This is an optimization exercise on Yosys and OpenROAD, whose aim is small area and a short achievable clock period, not a production implementation.
Only simulation tests tie the RTL to the original design; equivalence was not proved.

before:
==> flow/design.v <==
package spq_pkg;
    localparam int VALUE_W = 32;
    localparam int PRIO_W  = 8;
    localparam int OCC_W   = 5;
    localparam int STAT_W  = 2;
    typedef enum logic {
        KIND_INSERT = 1'b0,
        KIND_REMOVE = 1'b1
    } t_kind;
    typedef enum logic [STAT_W-1:0] {
        ST_DONE  = 2'd0,
        ST_FULL  = 2'd1,
        ST_EMPTY = 2'd2
    } t_status;
    typedef struct packed {
        logic                      kind;
        logic signed [VALUE_W-1:0] item_value;
        logic        [PRIO_W-1:0]  item_priority;
    } t_cmd;
    typedef struct packed {
        logic        [STAT_W-1:0]  status;
        logic signed [VALUE_W-1:0] head_value;
        logic        [PRIO_W-1:0]  head_priority;
        logic        [OCC_W-1:0]   occupancy;
    } t_result;
    typedef struct packed {
        logic signed [VALUE_W-1:0] item_value;
        logic        [PRIO_W-1:0]  item_priority;
    } t_entry;
    typedef struct packed {
        logic ins_en;
        logic rem_en;
    } t_cell_ctl;
endpackage
module spq_cell #(
    parameter int ENTRY_W = 40,
    parameter int PRIO_W  = 8,
    parameter bit INV     = 1'b0
) (
    input  logic               i_clk,
    input  logic               i_en,
    input  logic               i_sel_right,
    input  logic               i_sel_left,
    input  logic               i_sel_new,
    input  logic [ENTRY_W-1:0] i_new_x,
    input  logic [ENTRY_W-1:0] i_left,
    input  logic [ENTRY_W-1:0] i_right,
    output logic [ENTRY_W-1:0] o_entry
);
    logic [ENTRY_W-1:0] r_entry;
    logic [ENTRY_W-1:0] n_entry;
    assign o_entry = r_entry;
    assign n_entry = ~(({ENTRY_W{i_sel_right}} & i_right) |
                       ({ENTRY_W{i_sel_left}}  & i_left)  |
                       ({ENTRY_W{i_sel_new}}   & i_new_x));
    always_ff @(posedge i_clk) begin
        if (i_en) begin
            r_entry <= n_entry;
        end
    end
endmodule
module sorted_priority_queue #(
    parameter int DEPTH = 16
) (
    input  logic        i_clk,
    input  logic        i_rst_n,
    input  logic        start,
    output logic        busy,
    input  logic [40:0] i_cmd,
    output logic        o_strobe,
    output logic [46:0] o_result
);
    localparam int VALUE_W = spq_pkg::VALUE_W;
    localparam int PRIO_W  = spq_pkg::PRIO_W;
    localparam int OCC_W   = spq_pkg::OCC_W;
    localparam int STAT_W  = spq_pkg::STAT_W;
    localparam int ENTRY_W = VALUE_W + PRIO_W;
    localparam int CNT_W   = $clog2(DEPTH + 1);
    localparam logic [STAT_W-1:0] ST_DONE  = 2'd0;
    localparam logic [STAT_W-1:0] ST_FULL  = 2'd1;
    localparam logic [STAT_W-1:0] ST_EMPTY = 2'd2;
    logic [CNT_W-1:0]   r_count;
    logic               r_busy;
    logic               r_strobe;
    logic [STAT_W-1:0]  r_status;
    logic [ENTRY_W-1:0] r_head;
    logic               r_ins_en;
    logic               r_rem_en;
    logic [ENTRY_W-1:0] r_new;
    logic [DEPTH-1:0]   r_flag;       
    logic [DEPTH-1:0]   r_occ;
    logic               w_accept;
    logic               w_kind;
    logic               w_full;
    logic               w_ins_acc;
    logic               w_rem_acc;
    logic [CNT_W-1:0]   w_cnt_inc;
    logic [CNT_W-1:0]   w_cnt_dec;
    logic               w_empty;
    logic [PRIO_W-1:0]  w_in_prio;
    logic [DEPTH:0]     w_cmp;        
    logic               w_cmp_new;    
    logic [DEPTH-1:0]   n_flag;
    logic [DEPTH-1:0]   w_sel_left;
    logic [DEPTH-1:0]   w_sel_new;
    logic [DEPTH-1:0]   w_en;
    logic [DEPTH-1:0][ENTRY_W-1:0] w_entry;
    logic               w_head_en;
    logic [ENTRY_W-1:0] w_head_next;
    assign busy     = r_busy;
    assign o_strobe = r_strobe;
    assign o_result = {r_status, r_head, {{(OCC_W-CNT_W){1'b0}}, r_count}};
    assign w_head_en   = (w_kind == spq_pkg::KIND_REMOVE) && !w_empty;
    assign w_head_next = r_rem_en                ? w_entry[1] :
                         (r_ins_en && r_flag[0]) ? r_new      : ~w_entry[0];
    assign w_kind    = i_cmd[40];
    assign w_in_prio = i_cmd[PRIO_W-1:0];
    assign w_accept  = start && !r_busy;
    assign w_full    = r_count[CNT_W-1];
    assign w_empty   = (r_count == '0);
    assign w_ins_acc = w_accept && (w_kind == spq_pkg::KIND_INSERT) && !w_full;
    assign w_rem_acc = w_accept && (w_kind == spq_pkg::KIND_REMOVE) && !w_empty;
    for (genvar gc = 0; gc < CNT_W; gc++) begin : g_cnt
        if (gc == 0) begin : g_lsb
            assign w_cnt_inc[gc] = !r_count[gc];
            assign w_cnt_dec[gc] = !r_count[gc];
        end else begin : g_msb
            assign w_cnt_inc[gc] = r_count[gc] ^ (&r_count[gc-1:0]);
            assign w_cnt_dec[gc] = r_count[gc] ^ !(|r_count[gc-1:0]);
        end
    end
    always_ff @(posedge i_clk) begin
        if (!i_rst_n) begin
            r_count  <= '0;
            r_busy   <= 1'b1;
            r_strobe <= 1'b0;
            r_ins_en <= 1'b0;
            r_rem_en <= 1'b0;
        end else begin
            r_busy   <= 1'b0;
            r_strobe <= w_accept;
            r_ins_en <= w_ins_acc;
            r_rem_en <= w_rem_acc;
            if (w_ins_acc) begin
                r_count <= w_cnt_inc;
            end else if (w_rem_acc) begin
                r_count <= w_cnt_dec;
            end
        end
    end
    always_ff @(posedge i_clk) begin
        r_new     <= i_cmd[ENTRY_W-1:0];
        r_flag    <= n_flag;
        r_head    <= w_head_next & {ENTRY_W{w_head_en}};
        if (w_kind == spq_pkg::KIND_INSERT) begin
            r_status <= w_full ? ST_FULL : ST_DONE;
        end else begin
            r_status <= w_empty ? ST_EMPTY : ST_DONE;
        end
    end
    always_ff @(posedge i_clk) begin
        if (!i_rst_n) begin
            r_occ <= '0;
        end else if (r_rem_en) begin
            r_occ <= {1'b0, r_occ[DEPTH-1:1]};
        end else if (r_ins_en) begin
            r_occ <= {r_occ[DEPTH-2:0], 1'b1};
        end
    end
    for (genvar gi = 0; gi < DEPTH; gi++) begin : g_ctl
        if (gi == 0) begin : g_head
            assign w_sel_left[gi] = 1'b0;
            assign w_sel_new[gi]  = r_ins_en;
        end else begin : g_body
            assign w_sel_left[gi] = r_ins_en && r_flag[gi-1];
            assign w_sel_new[gi]  = r_ins_en && !r_flag[gi-1];
        end
        assign w_en[gi] = r_rem_en || (r_ins_en && r_flag[gi]);
    end
    assign w_cmp_new   = (r_new[PRIO_W-1:0] < w_in_prio);
    assign w_cmp[DEPTH] = 1'b1;
    for (genvar gi = 0; gi < DEPTH; gi++) begin : g_cell
        localparam bit INV = ((gi % 2) == 0);
        logic [ENTRY_W-1:0] w_left;
        logic [ENTRY_W-1:0] w_right;
        logic [PRIO_W-1:0]  w_prio;
        assign w_prio     = w_entry[gi][PRIO_W-1:0] ^ {PRIO_W{INV}};
        assign w_cmp[gi]  = !r_occ[gi] || (w_prio < w_in_prio);
        if (gi == 0) begin : g_flag_head
            assign n_flag[gi] = r_rem_en ? w_cmp[gi+1] :
                                w_en[gi] ? w_cmp_new   : w_cmp[gi];
        end else begin : g_flag_body
            assign n_flag[gi] = r_rem_en       ? w_cmp[gi+1] :
                                w_sel_left[gi] ? w_cmp[gi-1] :
                                w_en[gi]       ? w_cmp_new   : w_cmp[gi];
        end
        if (gi == 0) begin : g_head
            assign w_left = '0;
        end else begin : g_body
            assign w_left = w_entry[gi-1];
        end
        if (gi == DEPTH - 1) begin : g_tail
            assign w_right = '0;
        end else begin : g_inner
            assign w_right = w_entry[gi+1];
        end
        spq_cell #(
            .ENTRY_W (ENTRY_W),
            .PRIO_W  (PRIO_W),
            .INV     (INV)
        ) u_cell (
            .i_clk       (i_clk),
            .i_en        (w_en[gi]),
            .i_sel_right (r_rem_en),
            .i_sel_left  (w_sel_left[gi]),
            .i_sel_new   (w_sel_new[gi]),
            .i_new_x     (INV ? r_new : ~r_new),
            .i_left      (w_left),
            .i_right     (w_right),
            .o_entry     (w_entry[gi])
        );
    end
endmodule
Settings: LEC_CHECK=0, CAP_MARGIN=20, CORE_MARGIN=2, CORE_UTILIZATION=40, SETUP_SLACK_MARGIN=1.4, SLEW_MARGIN=20, SYNTH_HIERARCHICAL=1; clock period 3.2 ns.
run.sh (not shown) runs the stock make flow with config.mk's settings and CLKGATE_MAP_FILE= SYNTH_SCRIPT=/design/flow/synth_recipe.tcl, a recipe that flattens the netlist after the stock synthesis.
For after, these inputs were changed with respect to before:
diff --git a/flow/design.v b/flow/design.v
--- a/flow/design.v
+++ b/flow/design.v
@@ -34,9 +34,11 @@
 endpackage
 module spq_cell #(
     parameter int ENTRY_W = 40,
     parameter int PRIO_W  = 8,
-    parameter bit INV     = 1'b0
+    parameter bit INV       = 1'b0,
+    parameter bit HAS_LEFT  = 1'b1,
+    parameter bit HAS_RIGHT = 1'b1
 ) (
     input  logic               i_clk,
     input  logic               i_en,
     input  logic               i_sel_right,
@@ -49,11 +51,11 @@
 );
     logic [ENTRY_W-1:0] r_entry;
     logic [ENTRY_W-1:0] n_entry;
     assign o_entry = r_entry;
-    assign n_entry = ~(({ENTRY_W{i_sel_right}} & i_right) |
-                       ({ENTRY_W{i_sel_left}}  & i_left)  |
-                       ({ENTRY_W{i_sel_new}}   & i_new_x));
+    assign n_entry = ~(({ENTRY_W{i_sel_right && HAS_RIGHT}} & i_right) |
+                       ({ENTRY_W{i_sel_left && HAS_LEFT}}   & i_left)  |
+                       ({ENTRY_W{i_sel_new}}                & i_new_x));
     always_ff @(posedge i_clk) begin
         if (i_en) begin
             r_entry <= n_entry;
         end
@@ -82,9 +84,9 @@
     logic [CNT_W-1:0]   r_count;
     logic               r_busy;
     logic               r_strobe;
     logic [STAT_W-1:0]  r_status;
-    logic [ENTRY_W-1:0] r_head;
+    logic [3:0]         r_head_off;
     logic               r_ins_en;
     logic               r_rem_en;
     logic [ENTRY_W-1:0] r_new;
     logic [DEPTH-1:0]   r_flag;       
@@ -104,16 +106,15 @@
     logic [DEPTH-1:0]   w_sel_left;
     logic [DEPTH-1:0]   w_sel_new;
     logic [DEPTH-1:0]   w_en;
     logic [DEPTH-1:0][ENTRY_W-1:0] w_entry;
-    logic               w_head_en;
-    logic [ENTRY_W-1:0] w_head_next;
+    logic [ENTRY_W-1:0] w_head;
     assign busy     = r_busy;
     assign o_strobe = r_strobe;
-    assign o_result = {r_status, r_head, {{(OCC_W-CNT_W){1'b0}}, r_count}};
-    assign w_head_en   = (w_kind == spq_pkg::KIND_REMOVE) && !w_empty;
-    assign w_head_next = r_rem_en                ? w_entry[1] :
-                         (r_ins_en && r_flag[0]) ? r_new      : ~w_entry[0];
+    for (genvar gb = 0; gb < ENTRY_W; gb++) begin : g_head_out
+        assign w_head[gb] = ~(w_entry[0][gb] | r_head_off[gb / 10]);
+    end
+    assign o_result = {r_status, w_head, {{(OCC_W-CNT_W){1'b0}}, r_count}};
     assign w_kind    = i_cmd[40];
     assign w_in_prio = i_cmd[PRIO_W-1:0];
     assign w_accept  = start && !r_busy;
     assign w_full    = r_count[CNT_W-1];
@@ -150,9 +151,12 @@
     end
     always_ff @(posedge i_clk) begin
         r_new     <= i_cmd[ENTRY_W-1:0];
         r_flag    <= n_flag;
-        r_head    <= w_head_next & {ENTRY_W{w_head_en}};
+        r_head_off[0] <= !((w_kind == spq_pkg::KIND_REMOVE) && !w_empty);
+        r_head_off[1] <= !w_rem_acc;
+        r_head_off[2] <= !(start && (w_kind == spq_pkg::KIND_REMOVE) && !w_empty);
+        r_head_off[3] <= !(i_rst_n && (w_kind == spq_pkg::KIND_REMOVE) && !w_empty);
         if (w_kind == spq_pkg::KIND_INSERT) begin
             r_status <= w_full ? ST_FULL : ST_DONE;
         end else begin
             r_status <= w_empty ? ST_EMPTY : ST_DONE;
@@ -206,9 +210,11 @@
         end
         spq_cell #(
             .ENTRY_W (ENTRY_W),
             .PRIO_W  (PRIO_W),
-            .INV     (INV)
+            .INV       (INV),
+            .HAS_LEFT  (gi != 0),
+            .HAS_RIGHT (gi != DEPTH - 1)
         ) u_cell (
             .i_clk       (i_clk),
             .i_en        (w_en[gi]),
             .i_sel_right (r_rem_en),
[summary]
- Total wire length after detailed routing was higher in before than in after.
- Worst-path maximum fanout up 3 in after wrt before
- after vs. before: sequential cell count of the final layout went down by 36.
- Total setup buffers inserted after CTS came out higher on after than on before.
- A first element of the critical path of g_cell[1].u_cell.r_entry[1]$_DFFE_PP_ is what before shows, while r_head_off[1]$_DFF_P_ belongs to after.
- Per the comparison of after with before, DRC marker count from the first detailed-route iteration shows a reduction of 1318; setup slack shows a reduction of 0.11 ns; area added between synthesis and finish shows an increase of 3.5 points.
- met5 as the uppermost metal layer occupied by signal nets was reported by before, and met4 by after.
- On total area of multi-input combinational cells: between before and after, it ends up higher for before.
- Detail-routed via count per cell: lower on before

==> port drivers added, routing unchanged <==
In the flow no input, the clock included, has a driving cell. The finished layouts below were timed again as built, in two steps.
Step 1 sets driving cells, clkbuf_16 on the clock port and buf_2 on the other inputs (assumed; they add their load-dependent delay and slew).
Step 2 adds t to the input delays and takes it off the output delays; t is the mean of the earliest and latest rising clock arrival at the registers after step 1. Input paths then give back, and output paths get back, about the clock's delay inside the block.
Three values: no drivers, after step 1, after step 2; two values: the first two.
run | t (ns) | setup slack, ns | worst setup path at the end | clock arrival spread, ns
before | 0.705 | 1.157 / 1.157 / 0.520 | input to register | 0.032 / 0.032
after | 0.700 | 1.051 / 0.986 / 0.699 | input to register | 0.032 / 0.032
After both steps every run listed still meets setup and hold. For before, which loses most, drivers alone change the setup slack by 0.000 ns; drivers and shift together by -0.637 ns.
